Context: an optimization exercise on an open-source flow, tuned for small area, a short achievable clock period and few clock cycles per item. The choices shown serve that exercise and are no tape-out recipe. Only simulation tests tie the RTL to the original design; equivalence was not proved.

**design/flow/config.mk**
```make
export PLATFORM = sky130hd
export DESIGN_NAME = wave_gen_top
export DESIGN_NICKNAME = wave_gen_top
export VERILOG_FILES = /design/flow/design.v
export SDC_FILE = /design/flow/constraint.sdc
export NUM_CORES = 4
export LEC_CHECK = 0
export CAP_MARGIN = 20
export CORE_MARGIN = 2
export CORE_UTILIZATION = 40
export SLEW_MARGIN = 20
```
**design/flow/constraint.sdc**
```tcl
create_clock -name core_clock -period 9.0 [get_ports {CLOCK}]
set_input_delay 1.8000 -clock core_clock [delete_from_list [all_inputs] [get_ports {CLOCK}]]
set_output_delay 1.8000 -clock core_clock [all_outputs]
set_load 0.01 [all_outputs]
```
**design/flow/run.sh**
```bash
#!/bin/bash
# synth_recipe.tcl (not shown) runs the flow's synth.tcl, then flattens the netlist and writes it again
# the make line also repeats each setting of config.mk as NAME=value (left out here)
make -C /OpenROAD-flow-scripts/flow DESIGN_CONFIG=/design/flow/config.mk WORK_HOME=/design/flow/orfs CLKGATE_MAP_FILE= SYNTH_SCRIPT=/design/flow/synth_recipe.tcl finish
```
**design/flow/design.v**
```verilog
package wave_gen_pkg;
   localparam logic [1:0] WAVE_SINE  = 2'd0;
   localparam logic [1:0] WAVE_PULSE = 2'd1;
   localparam logic [1:0] WAVE_TRI   = 2'd2;
   localparam logic [1:0] WAVE_SAW   = 2'd3;
   typedef enum logic [1:0] {
      ST_IDLE  = 2'd0,
      ST_ISSUE = 2'd1,
      ST_DRAIN = 2'd2,
      ST_DONE  = 2'd3
   } wg_state_t;
   localparam logic [1:0] RST_WAVE = WAVE_SINE;
   localparam int         RST_STEP = 0;
   localparam int         RST_MIN  = 0;
   localparam logic [6:0] RST_DUTY = 7'd50;
   localparam logic [6:0] DUTY_MAX = 7'd100;
endpackage
module sine_lut #(
   parameter int DW = 12
) (
   input  logic          CLOCK,
   input  logic          RESET,
   input  logic [9:0]    phase_i,
   output logic [DW-1:0] u_o
);
   localparam logic signed [63:0] PI_Q30 = 64'sd3373259426;
   function automatic logic [DW-2:0] entry(input int k);
      logic signed [63:0] x;
      logic signed [63:0] x2;
      logic signed [63:0] term;
      logic signed [63:0] s;
      logic signed [63:0] e;
      x    = (PI_Q30 * 64'(2 * k + 1)) / 64'sd1024;
      x2   = (x * x) >>> 30;
      term = x;
      s    = x;
      for (int n = 1; n <= 7; n++) begin
         term = -((term * x2) >>> 30) / 64'((2 * n) * (2 * n + 1));
         s    = s + term;
      end
      e = (64'((1 << (DW - 1)) - 1) * s + (64'sd1 <<< 29)) >>> 30;
      entry = e[DW-2:0];
   endfunction
   logic [DW-2:0] rom [256];
   for (genvar g = 0; g < 256; g++) begin : g_rom
      localparam logic [DW-2:0] ENTRY = entry(g);
      assign rom[g] = ENTRY;
   end
   logic [7:0]    idx;
   logic [DW-2:0] e_sel;
   logic [DW-1:0] u_d;
   logic [DW-1:0] u_q;
   always_comb begin
      idx   = phase_i[8] ? ~phase_i[7:0] : phase_i[7:0];
      e_sel = rom[idx];
      if (phase_i[9]) begin
         u_d = {1'b0, {(DW-1){1'b1}}} - {1'b0, e_sel};
      end else begin
         u_d = {1'b1, {(DW-1){1'b0}}} + {1'b0, e_sel};
      end
   end
   always_ff @(posedge CLOCK or posedge RESET) begin
      if (RESET) begin
         u_q <= '0;
      end else begin
         u_q <= u_d;
      end
   end
   assign u_o = u_q;
endmodule
module wave_gen_multi #(
   parameter int NCH = 2,
   parameter int DW  = 12,
   parameter int PW  = 24,
   localparam int CHW = (NCH > 1) ? $clog2(NCH) : 1
) (
   input  logic              CLOCK,
   input  logic              RESET,
   input  logic              tick,
   input  logic [NCH-1:0]    enable,
   input  logic              cfg_valid,
   output logic              cfg_ready,
   input  logic [CHW-1:0]    cfg_ch,
   input  logic [1:0]        cfg_wave,
   input  logic [PW-1:0]     cfg_step,
   input  logic [DW-1:0]     cfg_min,
   input  logic [DW-1:0]     cfg_max,
   input  logic [6:0]        cfg_duty,
   output logic              cfg_err,
   output logic [NCH*DW-1:0] sample,
   output logic              sample_valid,
   output logic              overrun,
   output wave_gen_pkg::wg_state_t state_o
);
   wave_gen_pkg::wg_state_t      state_q, state_d;
   logic [CHW-1:0] ch_q, ch_d;
   logic           drain_q, drain_d;
   logic [PW-1:0]  phase_q    [NCH];
   logic [1:0]     act_wave_q [NCH];
   logic [PW-1:0]  act_step_q [NCH];
   logic [DW-1:0]  act_min_q  [NCH];
   logic [DW-1:0]  act_max_q  [NCH];
   logic [6:0]     act_duty_q [NCH];
   logic [1:0]     sh_wave_q  [NCH];
   logic [PW-1:0]  sh_step_q  [NCH];
   logic [DW-1:0]  sh_min_q   [NCH];
   logic [DW-1:0]  sh_max_q   [NCH];
   logic [6:0]     sh_duty_q  [NCH];
   logic [DW-1:0]  stage_q    [NCH];
   logic [NCH*DW-1:0] sample_q;
   logic           sample_valid_q;
   logic           cfg_err_q;
   logic           overrun_q;
   always_comb begin
      state_d = state_q;
      ch_d    = ch_q;
      drain_d = drain_q;
      case (state_q)
         wave_gen_pkg::ST_IDLE: begin
            if (tick) begin
               state_d = wave_gen_pkg::ST_ISSUE;
               ch_d    = '0;
            end
         end
         wave_gen_pkg::ST_ISSUE: begin
            if (ch_q == CHW'(NCH - 1)) begin
               state_d = wave_gen_pkg::ST_DRAIN;
               ch_d    = '0;
               drain_d = 1'b0;
            end else begin
               ch_d = ch_q + CHW'(1);
            end
         end
         wave_gen_pkg::ST_DRAIN: begin
            drain_d = 1'b1;
            if (drain_q) begin
               state_d = wave_gen_pkg::ST_DONE;
            end
         end
         wave_gen_pkg::ST_DONE: begin
            state_d = wave_gen_pkg::ST_IDLE;
         end
         default: begin
            state_d = wave_gen_pkg::ST_IDLE;
         end
      endcase
   end
   always_ff @(posedge CLOCK or posedge RESET) begin
      if (RESET) begin
         state_q <= wave_gen_pkg::ST_IDLE;
         ch_q    <= '0;
         drain_q <= 1'b0;
      end else begin
         state_q <= state_d;
         ch_q    <= ch_d;
         drain_q <= drain_d;
      end
   end
   logic cfg_acc;
   logic cfg_bad;
   logic cfg_wr;
   assign cfg_ready = (state_q == wave_gen_pkg::ST_IDLE);
   assign cfg_acc   = cfg_valid && cfg_ready;
   assign cfg_bad   = (cfg_min > cfg_max) || (cfg_duty > wave_gen_pkg::DUTY_MAX) ||
                      (int'(cfg_ch) >= NCH);
   assign cfg_wr    = cfg_acc && !cfg_bad;
   logic [PW-1:0] p_cur;
   logic [1:0]    w_cur;
   logic [6:0]    duty_cur;
   logic [DW-1:0] tri_t;
   logic          pulse_hi;
   logic [DW-1:0] u_raw;
   logic [PW:0]   sum_w;
   logic          issue;
   assign issue = (state_q == wave_gen_pkg::ST_ISSUE);
   assign sum_w = {1'b0, phase_q[ch_q]} + {1'b0, act_step_q[ch_q]};
   always_comb begin
      p_cur    = phase_q[ch_q];
      w_cur    = act_wave_q[ch_q];
      duty_cur = act_duty_q[ch_q];
      tri_t    = p_cur[PW-2 -: DW];
      pulse_hi = (17'(p_cur[PW-1 -: 10]) * 17'd100) < (17'(duty_cur) * 17'd1024);
      u_raw    = '0;
      case (w_cur)
         wave_gen_pkg::WAVE_SAW:   u_raw = p_cur[PW-1 -: DW];
         wave_gen_pkg::WAVE_TRI:   u_raw = p_cur[PW-1] ? ~tri_t : tri_t;
         wave_gen_pkg::WAVE_PULSE: u_raw = pulse_hi ? '1 : '0;
         default:    u_raw = '0;
      endcase
   end
   logic [DW-1:0] lut_u;
   sine_lut #(.DW(DW)) u_sine_lut (
      .CLOCK   (CLOCK),
      .RESET   (RESET),
      .phase_i (p_cur[PW-1 -: 10]),
      .u_o     (lut_u)
   );
   logic           s0_valid_q;
   logic [CHW-1:0] s0_ch_q;
   logic [1:0]     s0_wave_q;
   logic [DW-1:0]  s0_u_q;
   logic [DW-1:0]  s0_min_q;
   logic [DW-1:0]  s0_max_q;
   logic           s0_en_q;
   logic [DW-1:0] u_sel;
   logic [DW:0]   span;
   logic [DW-1:0] out_d;
   always_comb begin
      u_sel = (s0_wave_q == wave_gen_pkg::WAVE_SINE) ? lut_u : s0_u_q;
      if (!s0_en_q) begin
         u_sel = '0;
      end
      span  = {1'b0, s0_max_q} - {1'b0, s0_min_q} + {{DW{1'b0}}, 1'b1};
      out_d = s0_min_q +
              DW'(((2*DW+1)'(span) * (2*DW+1)'(u_sel)) >> DW);
   end
   logic           s1_valid_q;
   logic [CHW-1:0] s1_ch_q;
   logic [DW-1:0]  s1_out_q;
   always_ff @(posedge CLOCK or posedge RESET) begin
      if (RESET) begin
         s0_valid_q <= 1'b0;
         s0_ch_q    <= '0;
         s0_wave_q  <= wave_gen_pkg::RST_WAVE;
         s0_u_q     <= '0;
         s0_min_q   <= '0;
         s0_max_q   <= '0;
         s0_en_q    <= 1'b0;
         s1_valid_q <= 1'b0;
         s1_ch_q    <= '0;
         s1_out_q   <= '0;
      end else begin
         s0_valid_q <= issue;
         s0_ch_q    <= ch_q;
         s0_wave_q  <= w_cur;
         s0_u_q     <= u_raw;
         s0_min_q   <= act_min_q[ch_q];
         s0_max_q   <= act_max_q[ch_q];
         s0_en_q    <= enable[ch_q];
         s1_valid_q <= s0_valid_q;
         s1_ch_q    <= s0_ch_q;
         s1_out_q   <= out_d;
      end
   end
   always_ff @(posedge CLOCK or posedge RESET) begin
      if (RESET) begin
         for (int c = 0; c < NCH; c++) begin
            phase_q[c]    <= '0;
            act_wave_q[c] <= wave_gen_pkg::RST_WAVE;
            act_step_q[c] <= PW'(wave_gen_pkg::RST_STEP);
            act_min_q[c]  <= DW'(wave_gen_pkg::RST_MIN);
            act_max_q[c]  <= '1;
            act_duty_q[c] <= wave_gen_pkg::RST_DUTY;
            sh_wave_q[c]  <= wave_gen_pkg::RST_WAVE;
            sh_step_q[c]  <= PW'(wave_gen_pkg::RST_STEP);
            sh_min_q[c]   <= DW'(wave_gen_pkg::RST_MIN);
            sh_max_q[c]   <= '1;
            sh_duty_q[c]  <= wave_gen_pkg::RST_DUTY;
            stage_q[c]    <= '0;
         end
         sample_q       <= '0;
         sample_valid_q <= 1'b0;
         cfg_err_q      <= 1'b0;
         overrun_q      <= 1'b0;
      end else begin
         for (int c = 0; c < NCH; c++) begin
            if (issue && (ch_q == CHW'(c))) begin
               if (enable[c]) begin
                  phase_q[c] <= sum_w[PW-1:0];
                  if (sum_w[PW]) begin
                     act_wave_q[c] <= sh_wave_q[c];
                     act_step_q[c] <= sh_step_q[c];
                     act_min_q[c]  <= sh_min_q[c];
                     act_max_q[c]  <= sh_max_q[c];
                     act_duty_q[c] <= sh_duty_q[c];
                  end
               end else begin
                  phase_q[c] <= '0;
               end
            end
            if (cfg_wr && (cfg_ch == CHW'(c))) begin
               sh_wave_q[c] <= cfg_wave;
               sh_step_q[c] <= cfg_step;
               sh_min_q[c]  <= cfg_min;
               sh_max_q[c]  <= cfg_max;
               sh_duty_q[c] <= cfg_duty;
               if (!enable[c]) begin
                  act_wave_q[c] <= cfg_wave;
                  act_step_q[c] <= cfg_step;
                  act_min_q[c]  <= cfg_min;
                  act_max_q[c]  <= cfg_max;
                  act_duty_q[c] <= cfg_duty;
               end
            end
            if (s1_valid_q && (s1_ch_q == CHW'(c))) begin
               stage_q[c] <= s1_out_q;
            end
            if (state_q == wave_gen_pkg::ST_DONE) begin
               sample_q[c*DW +: DW] <= stage_q[c];
            end
         end
         sample_valid_q <= (state_q == wave_gen_pkg::ST_DONE);
         cfg_err_q      <= cfg_acc && cfg_bad;
         if (tick && (state_q != wave_gen_pkg::ST_IDLE)) begin
            overrun_q <= 1'b1;
         end
      end
   end
   assign sample       = sample_q;
   assign sample_valid = sample_valid_q;
   assign cfg_err      = cfg_err_q;
   assign overrun      = overrun_q;
   assign state_o      = state_q;
endmodule
module wave_gen_top (
   input  logic         CLOCK,
   input  logic         RESET,
   input  logic         tick,
   input  logic [5:0]   enable,
   input  logic         cfg_valid,
   output logic         cfg_ready,
   input  logic [2:0]   cfg_ch,
   input  logic [1:0]   cfg_wave,
   input  logic [23:0]  cfg_step,
   input  logic [11:0]  cfg_min,
   input  logic [11:0]  cfg_max,
   input  logic [6:0]   cfg_duty,
   output logic         cfg_err,
   output logic [71:0]  sample,
   output logic         sample_valid,
   output logic         overrun
);
   wave_gen_pkg::wg_state_t state_unused;
   wave_gen_multi #(.NCH(6), .DW(12), .PW(24)) u_gen (
      .CLOCK        (CLOCK),
      .RESET        (RESET),
      .tick         (tick),
      .enable       (enable),
      .cfg_valid    (cfg_valid),
      .cfg_ready    (cfg_ready),
      .cfg_ch       (cfg_ch),
      .cfg_wave     (cfg_wave),
      .cfg_step     (cfg_step),
      .cfg_min      (cfg_min),
      .cfg_max      (cfg_max),
      .cfg_duty     (cfg_duty),
      .cfg_err      (cfg_err),
      .sample       (sample),
      .sample_valid (sample_valid),
      .overrun      (overrun),
      .state_o      (state_unused)
   );
endmodule
```
==> qor.yml <==
fin_crit_sh_pct: 94.1
numCtsBuffers: 107
synth_warnings: 15
drt_iter0_markers: 4612
cts-hold-fix-buffers: 0
crit_family: "adder cells"
path_max_fanout: 8
drv_cap: 0
cts_max_path_buffers: 3
place.gp.congestion: 0.969
synthToLayoutAreaGrowth_pct: 13.9
tightest_slew_ns: 1.18
finalCriticalPeriod_ns: 8.47
path_class: "reg2reg"
wl_per_cell_um: 25.1
clock_sinks: 1052
grt_max_degree: 156
fill_cells: 13200
num_vias: 43700
overflow: 0
clk_latency_ns: 0.75
finalSetupViolations: 0
port-buffer-count: 145
layout_commonest_cell: "nand2_1"
cp_num_buf_inv: 4
max_slew_margin_pct: 20.4
fin_nets: 5762
drt-pass1-iter-count: 6
status: "finished clean"
cts_tree: "yes"
synth_top_flop_cell: "dfrtp_1"
drive_gt1_share_pct: 20.7
netlist_instances: 5411
start_kind: "flop"
cp_slowest_stage_delay_ns: 0.54
cpMaxStageDelayCell: "fa_1"
grt_pass1_vias: 43300
cts_root_buf: "clkbuf_16"
grt_pass1_wl_um: 281000
finalSetupTns_ns: 0
final_cell_count_no_fill: 7380
reg_top3: "u_gen.act_step_q: 144 flops, u_gen.phase_q: 144 flops, u_gen.sh_step_q: 144 flops"
synth_area_sq_um: 56300
clk_pin_slew_ns: 0.06
core_region_area_sq_um: 140000
track_usage_pct: 25.7
cp_common_cell: "fa_1"
layout_common_cells: "nand2_1 (987), dfrtp_1 (870), mux2_2 (480), a22oi_1 (409), nor2_1 (211)"
drt_wl_total_um: 185000
yosys.cell_types.count: 101
synth.avg_cell_area_sq_um: 10.4
end_kind: "flop"
crit_required_ns: 9.65
viasPerCell: 5.93
synth_nets: 5767
synth-seq-area-share_pct: 47.2
hp-class: "reg2reg"
antenna_found_initial: 22
hold_viol: 0
io_pins: 146
remaining_drc_errors: 0
core.rowCount: 137
die_h_um: 379
cts-htree-levels: 3
finalClockSkew_ns: 0.0758
fmax_ghz: 0.118
die_area_sq_um: 144000
placed_cells: 7171
ys_async_sr_fraction_pct: 100
synth_edf_count: 0
antenna_left: 0
drv_slew: 0
ys_ff_latch: 1052
crit_arrival_ns: 9.11
hpwl_um: 118000
start_util_pct: 40.3
die-width_um: 379
[metal layers]
metal,routed length (um),track usage (%),part of all wire [%]
met5,146,0,0.079
met4,5760,8.27,3.1
met3,14000,4.71,7.6
met2,84100,39.9,45
met1,81300,36.1,44
[through the flow]
| step | utilization, % | setup WS, ns | hold WS, ns | area (sq um) |
|---|---|---|---|---|
| 2_1_floorplan | - | -7.16 | 0.331 | 56300 |
| 3_3_place_gp | 43.1 | 0.175 | 0.334 | 60100 |
| 3_5_place_dp | 43.1 | -0.00945 | 0.335 | 60100 |
| 4_1_cts | 45.8 | 0.0165 | 0.348 | 64000 |
| 5_1_grt | 45.9 | -0.00650 | 0.356 | 64100 |
| 6_report | 45.9 | 0.535 | 0.343 | 64100 |
[cell families (layout without fill, tap and decap cells)]
logic type / Yosys count / count (layout) / synth area share [%]
AND/OR/NAND/NOR: 1501 / 1501 / 11.3
XOR/XNOR: 97 / 97 / 1.52
buffers and inverters: 620 / 708 / 4.47
AO/OA/AOI/OAI: 1306 / 1306 / 16.8
multiplexers: 548 / 548 / 10.8
flip-flops: 1052 / 1052 / 47.2
other: 0 / 5 / 0
adder cells (fa/ha/maj): 287 / 287 / 7.91
[final timing paths]
path                                        startpoint                               end  cells past startpoint  slack, ns
max                        u_gen.s0_min_q[2]$_DFF_PP0_      u_gen.s1_out_q[11]$_DFF_PP0_                     39       0.53
min                         u_gen.s0_ch_q[1]$_DFF_PP0_        u_gen.s1_ch_q[1]$_DFF_PP0_                      0       0.34
max reg2reg                u_gen.s0_min_q[2]$_DFF_PP0_      u_gen.s1_out_q[11]$_DFF_PP0_                     39       0.53
min reg2reg                 u_gen.s0_ch_q[1]$_DFF_PP0_        u_gen.s1_ch_q[1]$_DFF_PP0_                      0       0.34
max in group asynchronous                        RESET  u_gen.phase_q[0][18]$_DFFE_PP0P_                      4       5.38
min in group asynchronous                        RESET    u_gen.sample_q[44]$_DFFE_PP0P_                      2       1.61
[Yosys cell counts, types with 115 or more instances]
master | n | area share, %
clkbuf_1 | 338 | 2.3
a22o_1 | 119 | 1.9
a21oi_1 | 169 | 1.5
dfrtp_1 | 872 | 39
nand2_1 | 987 | 6.6
nor2_1 | 223 | 1.5
o21ai_0 | 201 | 1.8
ha_1 | 171 | 3.8
dfstp_2 | 180 | 8.4
inv_1 | 173 | 1.2
fa_1 | 115 | 4.1
mux2_2 | 480 | 9.6
a22oi_1 | 409 | 5.5
[layout make-up]
cell class,count,area [sq um],share of cell area (%)
diodes,5,12.5,0.0195
clock buffers,157,3170,4.94
clock inverters,45,669,1.04
inverters,185,701,1.09
multi-input cells,3739,27700,43.2
flip-flops and latches,1052,26600,41.4
well taps,1876,2350,3.66
repair buffers,321,2970,4.63
[repair_timing]
item / CTS / global route
setup buffers: 0 / 1
setup endpoints to repair: 1 / 3
gates resized for setup: 1 / 19
pin swaps: 0 / 6
cloned: 0 / 0
Testbench counts, summed over its fixed seeds: cycles 56,754, items 5,628.

separate check: timing with driven ports:
The results above use ideal ports. As a check the final layout listed here was re-extracted and re-timed, cells and wires unchanged. Step 1 sets driving cells, clkbuf_16 on the clock port and buf_2 on the other inputs (assumed; they add their load-dependent delay and slew). Step 2, shift: input delay + t, output delay - t, t = (earliest + latest rising clock arrival at the registers) / 2. This alone moves slack from input paths to output paths. a / b / c = no drivers / after step 1 / after step 2; a / b = the first two.
t, ns: 0.795
slack for setup (ns): 0.535 / 0.535 / 0.535
worst data-port slew with drivers (ns): 0.15
After both steps this run still meets setup and hold. The setup slack of this run moves by 0.000 ns with the drivers and by 0.000 ns with both steps.
